What follows belongs to an exercise in optimizing a design on an open flow for small area and a short achievable clock period; a production flow would make more cautious choices.
No run shown here included a check of the RTL's function; only the layout flow was run.
Power figures rest on the tool's default switching activity, not on a simulated workload.

## design/flow/design.v

```verilog
`default_nettype none
package alu_pkg;
	localparam int WIDTH   = 32;  
	localparam int LANES   = 4;   
	localparam int LATENCY = 3;   
	localparam int BLK     = 2;   
	localparam int NBLK    = WIDTH / BLK;
	typedef enum logic [2:0] {
		ADD = 3'd0,  
		SUB = 3'd1,  
		SEQ = 3'd2,  
		SNE = 3'd3,  
		SLT = 3'd4,  
		SGT = 3'd5,  
		SLE = 3'd6,  
		SGE = 3'd7   
	} alu_op_e;
endpackage
`default_nettype wire
`timescale 1ns/1ps
`default_nettype none
module op_dispatch (
	input  logic                                     clk,
	input  logic                                     arst_n,
	input  logic                                     in_valid,
	input  logic [2:0]                               op,
	input  logic [alu_pkg::LANES*alu_pkg::WIDTH-1:0] a_bus,
	input  logic [alu_pkg::LANES*alu_pkg::WIDTH-1:0] b_bus,
	output logic                                     req_valid,
	output logic [2:0]                               req_op,
	output logic                                     req_sub,   
	output logic [alu_pkg::LANES*alu_pkg::WIDTH-1:0] req_sum,   
	output logic [alu_pkg::LANES*alu_pkg::NBLK-1:0]  req_gen    
);
	localparam int WIDTH = alu_pkg::WIDTH;
	localparam int LANES = alu_pkg::LANES;
	localparam int BLK   = alu_pkg::BLK;
	localparam int NBLK  = alu_pkg::NBLK;
	logic                   sub;
	logic [LANES*WIDTH-1:0] b_eff;
	logic [LANES*WIDTH-1:0] sum_d;
	logic [LANES*NBLK-1:0]  gen_d;
	assign sub   = (op != alu_pkg::ADD);  
	assign b_eff = b_bus ^ {(LANES*WIDTH){sub}};
	genvar j;
	generate
		for (j = 0; j < LANES*NBLK; j++)
		begin : g_blk
			assign {gen_d[j], sum_d[j*BLK +: BLK]} =
				{1'b0, a_bus[j*BLK +: BLK]} + {1'b0, b_eff[j*BLK +: BLK]};
		end
	endgenerate
	always_ff @(posedge clk or negedge arst_n)
	begin
		if (!arst_n)
			req_valid <= 1'b0;
		else
			req_valid <= in_valid;
	end
	always_ff @(posedge clk)
	begin
		req_op  <= op;
		req_sub <= sub;
		req_sum <= sum_d;
		req_gen <= gen_d;
	end
endmodule
`default_nettype wire
`timescale 1ns/1ps
`default_nettype none
module alu_lane (
	input  logic                      clk,
	input  logic [2:0]                req_op,
	input  logic                      req_sub,   
	input  logic [alu_pkg::WIDTH-1:0] req_sum,   
	input  logic [alu_pkg::NBLK-1:0]  req_gen,   
	output logic [alu_pkg::WIDTH-1:0] result,
	output logic                      cout,
	output logic                      zero
);
	localparam int WIDTH = alu_pkg::WIDTH;
	localparam int BLK   = alu_pkg::BLK;
	localparam int NBLK  = alu_pkg::NBLK;
	localparam int LVLS  = $clog2(NBLK);
	logic             use_set;
	logic [NBLK-1:0]  prop;       
	logic [NBLK:0]    carry;      
	logic [WIDTH-1:0] sum;
	logic             sum_zero;
	logic             set_bit;
	logic [WIDTH-1:0] lane_res;
	assign use_set = req_op[2] | req_op[1];
	logic [NBLK-1:0] gg [LVLS+1];
	logic [NBLK-1:0] pp [LVLS+1];
	genvar j, l;
	generate
		for (j = 0; j < NBLK; j++)
		begin : g_blk
			assign prop[j] = &req_sum[j*BLK +: BLK];
			if (j == 0)
			begin : g_first
				assign gg[0][j] = req_gen[j] | (prop[j] & req_sub);
				assign pp[0][j] = 1'b0;
			end
			else
			begin : g_rest
				assign gg[0][j] = req_gen[j];
				assign pp[0][j] = prop[j];
			end
		end
		for (l = 0; l < LVLS; l++)
		begin : g_lvl
			for (j = 0; j < NBLK; j++)
			begin : g_node
				if (j >= (1 << l))
				begin : g_comb
					assign gg[l+1][j] = gg[l][j] | (pp[l][j] & gg[l][j-(1<<l)]);
					assign pp[l+1][j] = pp[l][j] & pp[l][j-(1<<l)];
				end
				else
				begin : g_pass
					assign gg[l+1][j] = gg[l][j];
					assign pp[l+1][j] = pp[l][j];
				end
			end
		end
	endgenerate
	assign carry[0] = req_sub;  
	assign carry[NBLK:1] = gg[LVLS];
	generate
		for (j = 0; j < NBLK; j++)
		begin : g_sum
			assign sum[j*BLK +: BLK] = req_sum[j*BLK +: BLK] + {{(BLK-1){1'b0}}, carry[j]};
		end
	endgenerate
	assign sum_zero = (sum == '0);
	always_comb
	begin
		case (req_op)
			alu_pkg::SEQ: set_bit = sum_zero;
			alu_pkg::SNE: set_bit = ~sum_zero;
			alu_pkg::SLT: set_bit = ~carry[NBLK];
			alu_pkg::SGT: set_bit = carry[NBLK] & ~sum_zero;
			alu_pkg::SLE: set_bit = ~carry[NBLK] | sum_zero;
			default:      set_bit = carry[NBLK];  
		endcase
		lane_res = use_set ? {{(WIDTH-1){1'b0}}, set_bit} : sum;
	end
	always_ff @(posedge clk)
	begin
		result <= lane_res;
		cout   <= carry[NBLK];  
		zero   <= use_set ? ~set_bit : sum_zero;
	end
endmodule
`default_nettype wire
`timescale 1ns/1ps
`default_nettype none
module result_collect (
	input  logic                                     clk,
	input  logic                                     arst_n,
	input  logic                                     req_valid,
	input  logic [alu_pkg::LANES*alu_pkg::WIDTH-1:0] res_result,
	input  logic [alu_pkg::LANES-1:0]                res_cout,
	input  logic [alu_pkg::LANES-1:0]                res_zero,
	output logic                                     out_valid,
	output logic [alu_pkg::LANES*alu_pkg::WIDTH-1:0] result_bus,
	output logic [alu_pkg::LANES-1:0]                carry_bus,
	output logic [alu_pkg::LANES-1:0]                zero_bus
);
	logic res_valid;
	always_ff @(posedge clk or negedge arst_n)
	begin
		if (!arst_n)
		begin
			res_valid <= 1'b0;
			out_valid <= 1'b0;
		end
		else
		begin
			res_valid <= req_valid;
			out_valid <= res_valid;
		end
	end
	always_ff @(posedge clk)
	begin
		result_bus <= res_result;
		carry_bus  <= res_cout;
		zero_bus   <= res_zero;
	end
endmodule
`default_nettype wire
`timescale 1ns/1ps
`default_nettype none
module alu_array_top (
	input  logic         clk,
	input  logic         arst_n,
	input  logic         in_valid,
	input  logic [2:0]   op,          
	input  logic [127:0] a_bus,       
	input  logic [127:0] b_bus,
	output logic         out_valid,
	output logic [127:0] result_bus,
	output logic [3:0]   carry_bus,
	output logic [3:0]   zero_bus
);
	localparam int WIDTH = alu_pkg::WIDTH;
	localparam int LANES = alu_pkg::LANES;
	localparam int NBLK  = alu_pkg::NBLK;
	logic                   req_valid;
	logic [2:0]             req_op;
	logic                   req_sub;
	logic [LANES*WIDTH-1:0] req_sum;
	logic [LANES*NBLK-1:0]  req_gen;
	logic [LANES*WIDTH-1:0] res_result;
	logic [LANES-1:0]       res_cout;
	logic [LANES-1:0]       res_zero;
	op_dispatch u_dispatch (
		.clk       (clk),
		.arst_n    (arst_n),
		.in_valid  (in_valid),
		.op        (op),
		.a_bus     (a_bus),
		.b_bus     (b_bus),
		.req_valid (req_valid),
		.req_op    (req_op),
		.req_sub   (req_sub),
		.req_sum   (req_sum),
		.req_gen   (req_gen)
	);
	genvar i;
	generate
		for (i = 0; i < LANES; i++)
		begin : g_lane
			alu_lane u_lane (
				.clk     (clk),
				.req_op  (req_op),
				.req_sub (req_sub),
				.req_sum (req_sum[i*WIDTH +: WIDTH]),
				.req_gen (req_gen[i*NBLK +: NBLK]),
				.result  (res_result[i*WIDTH +: WIDTH]),
				.cout    (res_cout[i]),
				.zero    (res_zero[i])
			);
		end
	endgenerate
	result_collect u_collect (
		.clk        (clk),
		.arst_n     (arst_n),
		.req_valid  (req_valid),
		.res_result (res_result),
		.res_cout   (res_cout),
		.res_zero   (res_zero),
		.out_valid  (out_valid),
		.result_bus (result_bus),
		.carry_bus  (carry_bus),
		.zero_bus   (zero_bus)
	);
endmodule
`default_nettype wire
```

## design/flow/constraint.sdc

```tcl
create_clock -name core_clock -period 18.0 [get_ports {clk}]
set_input_delay 3.6000 -clock core_clock [delete_from_list [all_inputs] [get_ports {clk}]]
set_output_delay 3.6000 -clock core_clock [all_outputs]
set_load 0.01 [all_outputs]
```

## design/flow/config.mk

```make
export PLATFORM = sky130hd
export DESIGN_NAME = alu_array_top
export DESIGN_NICKNAME = alu_array_top
export VERILOG_FILES = /design/flow/design.v
export SDC_FILE = /design/flow/constraint.sdc
export NUM_CORES = 4
export LEC_CHECK = 0
export ABC_AREA = 1
export CAP_MARGIN = 20
export CORE_MARGIN = 2
export CORE_UTILIZATION = 40
export SLEW_MARGIN = 20
```

## design/flow/standard.sh

```bash
#!/bin/bash
# synth_recipe.tcl (not shown) runs the flow's synth.tcl, then flattens the netlist and writes it again
# the make line also repeats each setting of config.mk as NAME=value (left out here)
make -C /OpenROAD-flow-scripts/flow DESIGN_CONFIG=/design/flow/config.mk WORK_HOME=/design/flow/orfs CLKGATE_MAP_FILE= SYNTH_SCRIPT=/design/flow/synth_recipe.tcl "${@:-finish}"
```

## design/flow/flow/run.sh

```bash
#!/bin/bash
# The standard layout, with the smallest buffer on every port instead of the
# one buffer_ports picks on its own, a clock tree of smaller buffers without
# dummy loads, and timing repair that aims well below the clock period.
set -euo pipefail
export BUFFER_PORTS_ARGS="-buffer_cell sky130_fd_sc_hd__buf_1"
export CTS_ARGS="-sink_clustering_enable -repair_clock_nets -dont_use_dummy_load -buf_list {sky130_fd_sc_hd__clkbuf_4 sky130_fd_sc_hd__clkbuf_8}"
export SETUP_SLACK_MARGIN=13.2
bash standard.sh > standard.log 2>&1
```

==> run summary, run 1 <==
status no timing/DRC/antenna violations; height of the die ~220 um; Slew Viols, Final 0; Num CTS Buffers 79; total routed wirelength 44700 um; hold depth 0; clk latency of the worst-skew pair ~0.62 ns; Fmax a little over 200 MHz; post-DR wirelength/cell between 10 and 15 um; CTS tree yes; post-route DRC violation count 0; vias 13097; Final Power 2.49 mW; top cell type's share of synthesized area 50.5%; total grt overflow 0; Core Box Area 45600 sq um; switch share 29.1%; Total GRT Usage a little under a fifth; first-pass GRT wire length 68200 um; num rows between 70 and 80; largest cells by area after synthesis dfxtp_1 50%, inv_1 8.9%, ha_1 8.6%, fa_1 6.9%, xnor2_1 5.2%; CTS max path bufs 3; clk sink count 471; Worst Skew 0.0344 ns; Setup-failing EPs final 0; fill count 4321; Slew Limit Headroom 36.3%; H-tree Lvls 3; synthesized cell area roughly 19000 sq um; worst endpoint data arrival time around 5.4 ns; Synth Register Bits 471; Final Hold Violating Endpoints 0; RSZ-0062 raised after global routing yes; YS warnings 5; worst slew pin tran 0.948 ns; Placer Congestion slightly below 0.9; min Tclk post-route 4.88 ns; P_int 1.76 mW; maxcap violations 0; final worst path period share 27.1%; Detailed Place HPWL 33500 um; Vias/cell 4.37; cell taking the most area after synthesis dfxtp_1; Syn Nets 2391; CP startpoint kind primary input; hold_buf cts 0; Leak 10.6 nW; prevailing post-synth register cell dfxtp_1; Die W 219 um; Seq pwr share 50.6%; Clock power frac a little under a third; Initial Utilization 40.7%; die area 48100 sq um; cell with the most instances after synthesis dfxtp_1; Post-Synthesis Cells 1938; final setup TNS 0 ns; Worst R2R Path Depth 24; antenna-violating nets left 0; commonest cells in the netlist 468 x dfxtp_1, 439 x inv_1, 226 x nor2_1; Worst Path Max Fanout 16; Comb pwr share 19.3%; initial drt markers 449; clock-pin slew on the worst setup and hold paths ~0.060 ns; I/O pins approximately 400; first drt pass iteration count 4; Root Buffer clkbuf_8; EDFF count, synth 0; syn avg cell area 9.58 sq um; nets@finish 2854; antenna violations before repair 2; Critical Path End Type flip-flop; Hold Path Class reg -> reg; Area Growth Syn to Fin 19.6%; Max IR drop VDD slightly above 0.06 mV; post-synthesis async set-or-reset flop share 0.637%; synth unique cells 37; power density cells 112 nW/um^2; Worst Setup Path Type in -> reg; Critical Path RT 18.51 ns; NetSw 0.725 mW; Placed Area 20700 sq um; largest net degree at the start of global routing 74; register area share after synthesis 50.9%; number of buffers added on ports 398; layout cell share with drive strength beyond 1 8.38%; vias in the first global route 13441; design area between 20000 and 25000 sq um
==> kinds of logic (layout without fill, tap and decap cells) <==
| kind of cell | count (synthesis) | in the layout | synth area share [%] |
|---|---|---|---|
| AOI/OAI and AO/OA | 94 | 94 | 2.97 |
| xor gates and xnor gates | 187 | 187 | 8.83 |
| adders and majority gates | 191 | 191 | 15.5 |
| buffers and inverters | 468 | 927 | 9.55 |
| DFF | 471 | 471 | 50.9 |
| other | 0 | 1 | 0 |
| and+or+nand+nor | 527 | 529 | 12.3 |
==> through the flow <==
step	cells	hold WS [ns]	setup slack, ns	utilization (%)
2_1_floorplan	1938	0.310	12.72	-
6_report	3000	0.295	13.12	48.7
4_1_cts	2999	0.299	13.17	48.4
5_1_grt	3000	0.305	13.10	48.7
3_3_place_gp	2910	0.311	11.15	45.4
3_5_place_dp	2910	0.312	11.07	45.4
==> flip-flops by register name, summed over array words and instances, names as in the netlist <==
name,cells
u_collect.carry_bus,4
g_lane.u_lane.zero,4
u_dispatch.req_op,3
g_lane.u_lane.cout,4
u_dispatch.req_valid,1
u_collect.result_bus,128
u_collect.out_valid,1
u_dispatch.req_sub,1
u_dispatch.req_sum,128
g_lane.u_lane.result,128
u_collect.res_valid,1
u_collect.zero_bus,4
u_dispatch.req_gen,64
==> area by class of cell <==
type	instances	area [sq um]	share of cell area, %
sequential	471	9450	42.6
multi-input combinational	1001	7480	33.7
timing repair buffer	409	1780	8.00
inverter	439	1650	7.44
clock buffer	79	1090	4.90
tap	600	751	3.38
antenna	1	2.50	0.0113
==> power groups by stage <==
stage,Sequential (mW),Clock [mW],Combinational (mW)
3_5_place_dp,1.28,0,0.473
6_report,1.26,0.749,0.481
4_1_cts,1.26,0.785,0.487
3_3_place_gp,1.28,0,0.464
5_1_grt,1.27,0.833,0.554
2_1_floorplan,1.27,0,0.306
==> worst max-delay path: stages <==
cell       delay (ns)
buf_8            0.09
or3_4            0.45
bufbuf_16        0.35
xor2_1           0.16
ha_1             0.16
inv_1            0.05
fa_1             0.48
inv_1            0.04
==> layout by cell type, fill, tap and decap left out, drive strengths merged, types with 15 or more instances in the layout <==
cell,count
clkbuf,84
fa,64
nand4,17
buf,402
a21oi,23
nand3,45
xor2,76
ha,127
dfxtp,468
nor3,15
inv,439
o21ai,42
xnor2,111
nor2,228
nand2,214
==> final timing paths <==
| kind | start | endpoint | slack [ns] |
|---|---|---|---|
| setup / recovery | op[0] | u_dispatch.req_sum[51]$_DFF_P_ | 13.12 |
| hold / removal | g_lane[2].u_lane.result[17]$_SDFF_PN0_ | u_collect.result_bus[81]$_DFF_P_ | 0.30 |
| setup reg to reg | u_dispatch.req_sub$_DFF_P_ | g_lane[2].u_lane.result[0]$_DFF_P_ | 14.41 |
| hold reg to reg | g_lane[2].u_lane.result[17]$_SDFF_PN0_ | u_collect.result_bus[81]$_DFF_P_ | 0.30 |
| max in group asynchronous | arst_n | u_collect.out_valid$_DFF_PN0_ | 15.04 |
| min in group asynchronous | arst_n | u_collect.res_valid$_DFF_PN0_ | 2.79 |
==> layer usage <==
| layer | up-vias | routed length [um] | global-route usage (%) |
|---|---|---|---|
| met5 | - | 13 | 0 |
| met4 | 2 | 1410 | 8.54 |
| met3 | 88 | 2430 | 4.42 |
| met2 | 331 | 21500 | 31.2 |
| met1 | 6053 | 19400 | 22.6 |
| li1 | 6623 | - | - |
==> repair_timing <==
item	4_1_cts	5_1_grt
buffers inserted	5	0
pin swaps	2	1
gates cloned	5	0
endpoints found under the setup margin	193	70
resized for setup	58	22
==> run 2, diff against run 1 <==
--- a/design/flow/design.v
+++ b/design/flow/design.v
@@ -3,7 +3,7 @@
 	localparam int WIDTH   = 32;  
 	localparam int LANES   = 4;   
 	localparam int LATENCY = 3;   
-	localparam int BLK     = 2;   
+	localparam int BLK     = 4;   
 	localparam int NBLK    = WIDTH / BLK;
 	typedef enum logic [2:0] {
 		ADD = 3'd0,  
==> run 2 against run 1 <==
Against the previous run:
- clock skew increased by 0.0057 ns
- synthesized cell count decreased by 11%
- non-clock buffer count increased by 19
- largest cell class is now multi-input gates
- sequential share of layout area decreased by 2.4 points
- sequential power decreased by 4%
- via count decreased by 2.6%
- count of clock-buffer cells in the layout decreased by 6
==> run summary, run 2 <==
post-synthesis async set-or-reset flop share 0.683% (+0.046 points); CP startpoint kind primary input; Initial Utilization 40.4% (-0.31 points); commonest non-fill, non-tap cell in the layout dfxtp_1; Worst Setup SP op[0]; Num CTS Buffers 73 (-7.6%); Leak 9.68 nW (-8.5%); post-route DRC violation count 0 (unchanged); Area Growth Syn to Fin 23.3%; post-DR wirelength/cell 15.6 um (+4.7%); hold path startpoint g_lane[1].u_lane.result[1]$_SDFF_PN0_; Largest regs g_lane.u_lane.result x128, u_collect.result_bus x128, u_dispatch.req_sum x128; RSZ-0062 raised after global routing yes; Detailed Place HPWL 32500 um (-3.0%); syn avg cell area 10.3 sq um (+7.2%); num rows 77 (-1.3%); synth unique cells 33 (-11%); Worst Setup Path Type in -> reg; antenna violations before repair 2 (unchanged); vias 12751 (-2.6%); Core Box Area 44000 sq um (-3.4%); register area share after synthesis 49.5% (-1.4 points); first-pass GRT wire length 67300 um (-1.4%); initial drt markers 486 (+8.2%); R2R setup slack 14.61 ns (+0.20 ns); Fmax 204 MHz (-0.73%); total grt overflow 0 (unchanged); commonest cells in the netlist 436 x dfxtp_1, 210 x xor2_1, 200 x nor2_1; design area 21900 sq um (-1.2%); n_diodes 0 (-1); Synth Register Bits 439 (-6.8%); Root Buffer clkbuf_8; antenna-violating nets left 0 (unchanged); Worst Path Max Fanout 8 (-8); min Tclk post-route 4.91 ns (+0.0356 ns); Vias/cell 4.56 (+4.3%); synthesized cell area 17800 sq um (-4.1%); Critical Path End Type flip-flop; power density cells 111 nW/um^2 (-0.62%); worst endpoint data arrival time 5.39 ns (about the same); first drt pass iteration count 5 (+1); hold_buf cts 0 (unchanged); YS warnings 5 (unchanged); nets@finish 2695 (-5.6%); EDFF count, synth 0 (unchanged); total routed wirelength 43700 um (-2.3%); Total GRT Usage 18.7% (+0.14 points); largest cells by area after synthesis dfxtp_1 49%, ha_1 14%, xor2_1 10%, nor2_1 4.2%, fa_1 3.6%; die area 46200 sq um (-4.1%); H-tree Lvls 3 (unchanged); Critical-path top delay cell or3_4; Die W 215 um (-2.0%); Hold Path Class reg -> reg; Max IR drop VDD 0.0486 mV (-21%); worst slew pin tran 0.881 ns (-0.0677 ns); final setup TNS 0 ns (unchanged); top cell type's share of synthesized area 49.1% (-1.4 points); Critical Path RT 18.48 ns (-0.03 ns); Placer Congestion 0.876 (+0.38%); CTS tree yes; Syn Nets 2219 (-7.2%); CP Cell Sequence buf_8 > or3_4 > buf_12 > buf_16 > xor2_1 > ha_1 > a21oi_2 > nand2_2 > xor2_2; clk latency of the worst-skew pair 0.63 ns (about the same); Setup-failing EPs final 0 (unchanged); clock-pin slew on the worst setup and hold paths 0.06 ns (about the same); Slew Limit Headroom 41.3% (+5.0 points); CTS max path bufs 3 (unchanged); most frequent cells in the layout 434 x dfxtp_1, 365 x buf_1, 200 x nor2_1; clk sink count 439 (-6.8%); Post-Synthesis Cells 1733 (-11%); prevailing post-synth register cell dfxtp_1; cell taking the most area after synthesis dfxtp_1; height of the die 215 um (-2.0%); status no timing/DRC/antenna violations; Final Hold Violating Endpoints 0 (unchanged); cell with the most instances after synthesis dfxtp_1; final worst path period share 27.3% (+0.20 points); Slew Viols, Final 0 (unchanged); Worst Skew 0.0401 ns (+0.00566 ns); r2r startpoint u_dispatch.req_sub$_DFF_P_; vias in the first global route 13246 (-1.5%); Placed Area 20100 sq um (-3.1%); largest net degree at the start of global routing 80 (+8.1%); number of buffers added on ports 398 (unchanged); slowest cell delay on critical path 0.40 ns (-0.08 ns); maxcap violations 0 (unchanged); layout cell share with drive strength beyond 1 14.0% (+5.7 points); I/O pins 399 (unchanged)
run 2: cell count changes after synthesis, sizes merged, moves of 55 or more:
cell,delta
a21oi,+55
ha,+65
inv,-316
nand3,+83
xnor2,-71
xor2,+134
run 2: power breakdown:
part / switching (mW) / internal [mW]
registers: 0.0796 / 1.13
clock network: 0.336 / 0.357
logic: 0.315 / 0.226
total: 0.731 / 1.71
run 2: final timing paths:
check | to | depth (start not counted)
worst max register to register | g_lane[3].u_lane.result[0]$_DFF_P_ | 24
max in group asynchronous | u_collect.res_valid$_DFF_PN0_ | 1
worst min register to register | u_collect.result_bus[33]$_DFF_P_ | 0
min in group asynchronous | u_dispatch.req_valid$_DFF_PN0_ | 1
worst max-delay path | u_dispatch.req_sum[39]$_DFF_P_ | 9
worst min-delay path | u_collect.result_bus[33]$_DFF_P_ | 0
run 2: repair_timing:
action                                  CTS  global route
hold endpoints to repair                  0             0
gates cloned                              7             1
pin swaps                                 8            42
resized for setup                        57            71
endpoints found under the setup margin  157            93
buffers inserted                          5            16
run 2: per-layer routing:
metal  vias up  GRT usage [%]  wire length, um
li1       6469              -                -
met1      5880           22.1            18600
met2       324           32.6            21400
met3        74           4.64             2500
met4         4           7.57             1150
met5         -              0               26
run 2: area by class of cell:
| cell class | count | area [sq um] |
|---|---|---|
| clock buffer | 73 | 1000 |
| fill | 4179 | 22100 |
| inverter | 124 | 468 |
| multi-input combinational | 1143 | 8960 |
| sequential | 439 | 8810 |
| tap | 592 | 741 |
| timing repair buffer | 428 | 1950 |
run 2: kinds of logic after synthesis:
family	after synthesis	synth area share [%]
flops	439	49.5
compound gates	104	3.30
fa+ha+maj	224	17.1
simple gates	563	14.4
xor+xnor	250	12.3
buf+inv	153	3.39
run 2: critical path, delay by kind of cell:
family | cells | cell delay (ns)
and+or+nand+nor | 2 | 0.47
buffers and inverters | 3 | 0.46
AOI/OAI and AO/OA | 1 | 0.18
adders and majority gates | 1 | 0.36
xor gates and xnor gates | 2 | 0.29
run 2: metrics by stage:
stage               hold WS, ns  util, %  setup slack (ns)  instances  power [mW]
floorplan                 0.310        -             12.67       1733        1.56
global placement          0.311     45.6             11.74       2697        1.73
detailed placement        0.312     45.6             11.58       2697        1.75
CTS                       0.301     48.7             13.11       2782        2.47
global route              0.299     49.8             13.07       2799        2.60
finish                    0.289     49.8             13.09       2799        2.44

-- re-timing with driven ports --
Ports are ideal in the flow. The routed layouts listed here were re-timed in OpenROAD. Step 1, drivers: a clkbuf_16 drives clk and a buf_2 each remaining input, both assumed. Step 2 also shifts input and output timing later by t, the mid clock arrival at the registers, as if the neighbouring blocks saw the same clock. a / b / c = ideal / step 1 / step 2; a / b = the first two.
run | t, ns | setup WS [ns] | clock arrival spread, ns | worst register clock-pin slew, ns
run 1 | 0.662 | 13.124 / 13.105 / 12.443 | 0.044 / 0.044 | 0.06 / 0.06
run 2 | 0.660 | 13.088 / 13.098 / 12.438 | 0.040 / 0.040 | 0.06 / 0.06
After both steps setup and hold are still met in every run listed. For run 1, which loses most, drivers alone change the setup slack by -0.019 ns; drivers and shift together by -0.681 ns.
